This design comes from an exercise in tuning for small area on the open sky130 flow, not from production work.
The RTL was checked by simulation tests, not by an equivalence proof against the original design.
Power and IR drop assume default switching activity.

File: config.mk
export PLATFORM = sky130hd
export DESIGN_NAME = reg_file
export DESIGN_NICKNAME = reg_file
export VERILOG_FILES = /design/flow/design.v
export SDC_FILE = /design/flow/constraint.sdc
export NUM_CORES = 4
export LEC_CHECK = 0
export CAP_MARGIN = 20
export CELL_PAD_IN_SITES_DETAIL_PLACEMENT = 1
export CELL_PAD_IN_SITES_GLOBAL_PLACEMENT = 1
export CORE_MARGIN = 2
export CORE_UTILIZATION = 30
export PLACE_DENSITY = 0.4
export SLEW_MARGIN = 20
File: constraint.sdc
create_clock -name core_clock -period 10.0 [get_ports {clk}]
set_input_delay 2.0000 -clock core_clock [delete_from_list [all_inputs] [get_ports {clk}]]
set_output_delay 2.0000 -clock core_clock [all_outputs]
set_load 0.01 [all_outputs]
File: design.v
package mips_pkg;
  localparam int DATA_W     = 32;
  localparam int REG_ADDR_W = 5;
  localparam int NUM_REGS   = 32;
  localparam logic [REG_ADDR_W-1:0] REG_ZERO = 5'd0;
  localparam logic [REG_ADDR_W-1:0] REG_SP   = 5'd29;
  localparam logic [REG_ADDR_W-1:0] REG_RA   = 5'd31;
endpackage
module rf_read_port
#(
  parameter int DATA_W    = mips_pkg::DATA_W,
  parameter int ADDR_W    = mips_pkg::REG_ADDR_W,
  parameter bit BYPASS_EN = 1'b0
) (
  input  logic [ADDR_W-1:0] rd_addr,
  input  logic [DATA_W-1:0] reg_val,
  input  logic              byp_vld,
  input  logic [ADDR_W-1:0] wr_addr,
  input  logic [DATA_W-1:0] wr_data,
  output logic [DATA_W-1:0] rd_data
);
  always_comb begin
    rd_data = reg_val;
    if (BYPASS_EN && byp_vld && (wr_addr == rd_addr)) begin
      rd_data = wr_data;
    end
    if (rd_addr == ADDR_W'(mips_pkg::REG_ZERO)) begin
      rd_data = '0;
    end
  end
endmodule
module reg_file
#(
  parameter int DATA_W   = mips_pkg::DATA_W,
  parameter int ADDR_W   = mips_pkg::REG_ADDR_W,
  parameter int NUM_REGS = mips_pkg::NUM_REGS
) (
  input  logic              clk,
  input  logic              rst,
  input  logic [ADDR_W-1:0] rs_addr,
  input  logic [ADDR_W-1:0] rt_addr,
  output logic [DATA_W-1:0] rs_data,
  output logic [DATA_W-1:0] rt_data,
  input  logic              we,
  input  logic [ADDR_W-1:0] wr_addr,
  input  logic [DATA_W-1:0] wr_data,
  input  logic [ADDR_W-1:0] dbg_addr,
  output logic [DATA_W-1:0] dbg_data
);
  localparam bit ALU_BYPASS = 1'b0;
  logic [DATA_W-1:0] regs_q [NUM_REGS];
  logic [DATA_W-1:0] regs_d [NUM_REGS];
  logic              wr_vld;
  assign wr_vld = we && !rst && (wr_addr != ADDR_W'(mips_pkg::REG_ZERO));
  always_comb begin
    for (int i = 0; i < NUM_REGS; i++) begin
      regs_d[i] = regs_q[i];
    end
    if (wr_vld) begin
      regs_d[wr_addr] = wr_data;
    end
  end
  always_ff @(posedge clk or posedge rst) begin
    if (rst) begin
      for (int i = 0; i < NUM_REGS; i++) begin
        regs_q[i] <= '0;
      end
    end else begin
      for (int i = 0; i < NUM_REGS; i++) begin
        regs_q[i] <= regs_d[i];
      end
    end
  end
  rf_read_port #(.DATA_W(DATA_W), .ADDR_W(ADDR_W), .BYPASS_EN(ALU_BYPASS)) u_rs_port (
    .rd_addr (rs_addr),
    .reg_val (regs_q[rs_addr]),
    .byp_vld (wr_vld),
    .wr_addr (wr_addr),
    .wr_data (wr_data),
    .rd_data (rs_data)
  );
  rf_read_port #(.DATA_W(DATA_W), .ADDR_W(ADDR_W), .BYPASS_EN(ALU_BYPASS)) u_rt_port (
    .rd_addr (rt_addr),
    .reg_val (regs_q[rt_addr]),
    .byp_vld (wr_vld),
    .wr_addr (wr_addr),
    .wr_data (wr_data),
    .rd_data (rt_data)
  );
  rf_read_port #(.DATA_W(DATA_W), .ADDR_W(ADDR_W), .BYPASS_EN(1'b0)) u_dbg_port (
    .rd_addr (dbg_addr),
    .reg_val (regs_q[dbg_addr]),
    .byp_vld (wr_vld),
    .wr_addr (wr_addr),
    .wr_data (wr_data),
    .rd_data (dbg_data)
  );
endmodule
File: run.sh
#!/bin/bash
# synth_recipe.tcl (not shown) runs the flow's synth.tcl, then flattens the netlist and writes it again
# the make line also repeats each setting of config.mk as NAME=value (left out here)
make -C /OpenROAD-flow-scripts/flow DESIGN_CONFIG=/design/flow/config.mk WORK_HOME=/design/flow/orfs CLKGATE_MAP_FILE= SYNTH_SCRIPT=/design/flow/synth_recipe.tcl finish
==> flow_metrics.tcl <==
set metrics [dict create \
    ctsResizeCount 0 \
    ctsHtreeMaxLevel 4 \
    cts_setup_buffers 0 \
    ctsHoldBuffers 0 \
    synth_mux_area_frac 0.206 \
    multi_input_area_mm2 0.0292 \
    cts_root_buffer "clkbuf_16" \
    comb_power_share 0.137 \
    syn-num-nets 5263 \
    synth_top_family_by_area "compound AO/OA/AOI/OAI gates" \
    met1_usage 0.600 \
    synth_fa_ha_area_frac 0 \
    grt_pass1_wl_um 576000 \
    drt_iter0_drc 10000 \
    start_kind "input port" \
    critPathTopFamily "simple AND/OR/NAND/NOR gates" \
    die_h_um 434 \
    maxSlewViolCount 0 \
    power_density_mw_per_mm2 183 \
    portBuffers 150 \
    end_kind "primary output" \
    syn_area_mm2 0.0555 \
    synth-seq-cells 992 \
    viasPerCell 7.40 \
    syn2layout_area_growth_pct 18.0 \
    yosys_warnings 6 \
    yosysSeqAreaShare 0.447 \
    clk_latency_ps 810 \
    fp.dieArea_mm2 0.189 \
    vias 58100 \
    row_count 157 \
    clock-sinks 992 \
    wirelength_um 447000 \
    drive_gt1_frac 0.312 \
    gr-usage-all-layers 0.464 \
    syn_area_per_cell_um2 10.7 \
    yosys.area_share.simple 0.0888 \
    setup_ws_ps 944 \
    fin_worst_skew_ps 0 \
    ant_nets 0 \
    power.total_w 0.0120 \
    ff_latch_area_mm2 0.0248 \
    setup_tns_ps 0 \
    min_path_type "reg2reg" \
    ys_types 62 \
    fillers 19900 \
    num_io_pins 151 \
    hold_viol 0 \
    gp_congestion 0.980 \
    rsz0062_at_grt "no" \
    synth_largest_area_cell "dfrtp_1" \
    path_clk_slew_ps 60 \
    finalSetupViolations 0 \
    synth-compound-area-share 0.215 \
    synth_top_cell_area_share 0.447 \
    largest_register_ffs 992 \
    cp_cell_sequence "clkdlybuf4s50_1 > buf_4 > nand2b_1 > nor2_4 > buf_4 > a22oi_1 > nand3_1 > nor4_1 > nor2_1 > clkdlybuf4s50_1" \
    p_int_w 0.00812 \
    irDropWorstVdd_mv 0.168 \
    core_area_mm2 0.183 \
    regMostFlops "regs_q" \
    final_nets 5325 \
    cts_tree "done" \
    grt-ovfl-total 0 \
    cts_buffer_depth 3 \
    synth_area_leaders "dfrtp_1, mux2_2, a22oi_1" \
    fmax_mhz 110 \
    grt_pass1_vias 55700 \
    initial_core_util 0.303 \
    numCtsBuffers 130 \
    critical_path.max_stage_delay_ps 1240 \
    post-route-drc-count 0 \
    swShare 0.325 \
    die_width_um 434 \
    max_slew_margin 0.133 \
    grtUsageMet3 0.148 \
    synth_xor_area_frac 0 \
    worstMarginPinSlew_ps 1300 \
    grt.met2_usage 0.653 \
    synthFlopType "dfrtp_1" \
    cp_data_required_time_ps 8000 \
    fin_crit_sh 0.906 \
    dr.pass1.iters 9 \
    async_flop_share 1.00 \
    slowest_stage "nor2_4" \
    post-dp-hpwl_um 286000 \
    netlist_instances 5208 \
    antenna_found_initial 42 \
    leakage_nw 28.1 \
    design_area_mm2 0.0655 \
    seq_power_share 0.456 \
    drv_cap 0 \
    pre_cts_slack_ps 1370 \
    setup.worst_path.class "in2out" \
    largest_registers "regs_q (992)" \
    post_drt_wl_per_cell_um 56.9 \
    pwr-share-clk 0.407 \
    top_usage_layer "met2" \
    placed_area_mm2 0.0612 \
    cp_max_fo 21 \
    status "complete, no violations" \
    crit_arrival_ps 7060 \
    fin_crit_ps 9060 \
    cp_num_buf_inv 4 \
    synth-edff-count 0 \
    switchingPower_w 0.00390 \
    grt_max_degree 162 \
]
==> layout make-up <==
| class | instances | share of cell area |
|---|---|---|
| Multi-Input combinational cell | 3674 | 0.445 |
| Sequential cell | 992 | 0.379 |
| Timing Repair Buffer | 461 | 0.0616 |
| Clock buffer | 197 | 0.0599 |
| Tap cell | 2464 | 0.0471 |
| Clock inverter | 32 | 0.00550 |
| Antenna cell | 26 | 0.000993 |
| Inverter | 11 | 0.000688 |
==> worst paths after layout <==
| check | start | end | slack, ps | depth (start not counted) |
|---|---|---|---|---|
| setup / recovery | rt_addr[1] | rt_data[22] | 940 | 10 |
| hold / removal | regs_q[15][2] | regs_q[15][2] | 570 | 1 |
| setup reg to reg | regs_q[23][24] | regs_q[23][24] | 8950 | 1 |
| hold reg to reg | regs_q[15][2] | regs_q[15][2] | 570 | 1 |
| max in group asynchronous | rst | regs_q[14][18] | 5130 | 5 |
| min in group asynchronous | rst | regs_q[26][30] | 1780 | 2 |
==> synthesized netlist by cell type (6+ instances only) <==
| master | instances |
|---|---|
| nor2_1 | 198 |
| mux2_2 | 993 |
| a222oi_1 | 57 |
| nand3b_1 | 17 |
| nor3b_1 | 7 |
| a22o_1 | 12 |
| nor2b_1 | 9 |
| a31oi_1 | 22 |
| nand2b_1 | 24 |
| a2111oi_0 | 11 |
| dfrtp_1 | 992 |
| a21oi_1 | 256 |
| nor2_2 | 10 |
| or3b_1 | 7 |
| nor3_1 | 83 |
| buf_4 | 18 |
| nand3_1 | 87 |
| and3_1 | 13 |
| buf_1 | 19 |
| nand2_1 | 299 |
| a32oi_1 | 11 |
| nor4_1 | 45 |
| clkbuf_1 | 220 |
| nand4_1 | 166 |
| o211ai_1 | 6 |
| mux2i_1 | 20 |
| o21ai_0 | 27 |
| buf_2 | 274 |
| inv_1 | 11 |
| o22ai_1 | 7 |
| a221oi_1 | 12 |
| a22oi_1 | 1212 |
==> layout by cell type, fill, tap and decap left out, types with 110 or more instances in the layout <==
master           netlist  routed
clkdlybuf4s50_1        0     114
nand4_1              166     166
mux2_2               993     993
buf_4                 18     288
clkbuf_16              0     139
nand2_1              299     284
nor2_1               198     110
a21oi_1              256     256
dfrtp_1              992     992
a22oi_1             1212    1212
==> power by group through the flow <==
stage | sequential (W) | combinational, W | clock (W)
global placement | 0.00549 | 0.00157 | 0
global route | 0.00549 | 0.00170 | 0.00508
detailed placement | 0.00547 | 0.00160 | 0
finish | 0.00548 | 0.00164 | 0.00490
floorplan | 0.00502 | 0.000928 | 0
CTS | 0.00540 | 0.00160 | 0.00494
==> layer usage <==
metal  wire length (um)  part of all wire  up-vias
met5                 91           0.00020        -
met4              35700             0.080       14
met3              50700              0.11     1710
met2             183000              0.41     5218
met1             178000              0.40    30700
li1                   -                 -    20500
==> kinds of logic (layout without fill, tap and decap cells) <==
group	count (synthesis)	count (layout)
AO/OA/AOI/OAI	1658	1658
multiplexers	1015	1015
AND/OR/NAND/NOR	1001	1001
flip-flops	992	992
buffers and inverters	542	701
other	0	26
==> stage by stage <==
| stage | hold WS, ps | util | cells |
|---|---|---|---|
| 2_1_floorplan | 506 | - | 5208 |
| 3_3_place_gp | 544 | 0.332 | 7591 |
| 3_5_place_dp | 553 | 0.334 | 7600 |
| 4_1_cts | 567 | 0.357 | 7829 |
| 5_1_grt | 585 | 0.357 | 7835 |
| 6_report | 570 | 0.357 | 7857 |

[afterwards: timing with drivers on the ports]
The results above use ideal ports. As a check the final layout listed here was re-extracted and re-timed, cells and wires unchanged. Step 1, drivers: a clkbuf_16 drives clk and a buf_2 each remaining input, both assumed. Step 2 moves the port delays by t, midway between the first and last clock arrival at a register: inputs arrive t later, outputs are due t later. That takes back most of the time a late clock gives input paths. a / b / c = ideal / step 1 / step 2; a / b = the first two.
t, ns: 0.900
slack for setup (ns): 0.944 / 0.921 / 0.921
worst hold slack (ns): 0.570 / 0.570 / 0.570
worst setup path at the end: input to output
After both steps setup and hold are still met in this run. For this run, drivers alone change the setup slack by -0.023 ns; drivers and shift together by -0.023 ns.
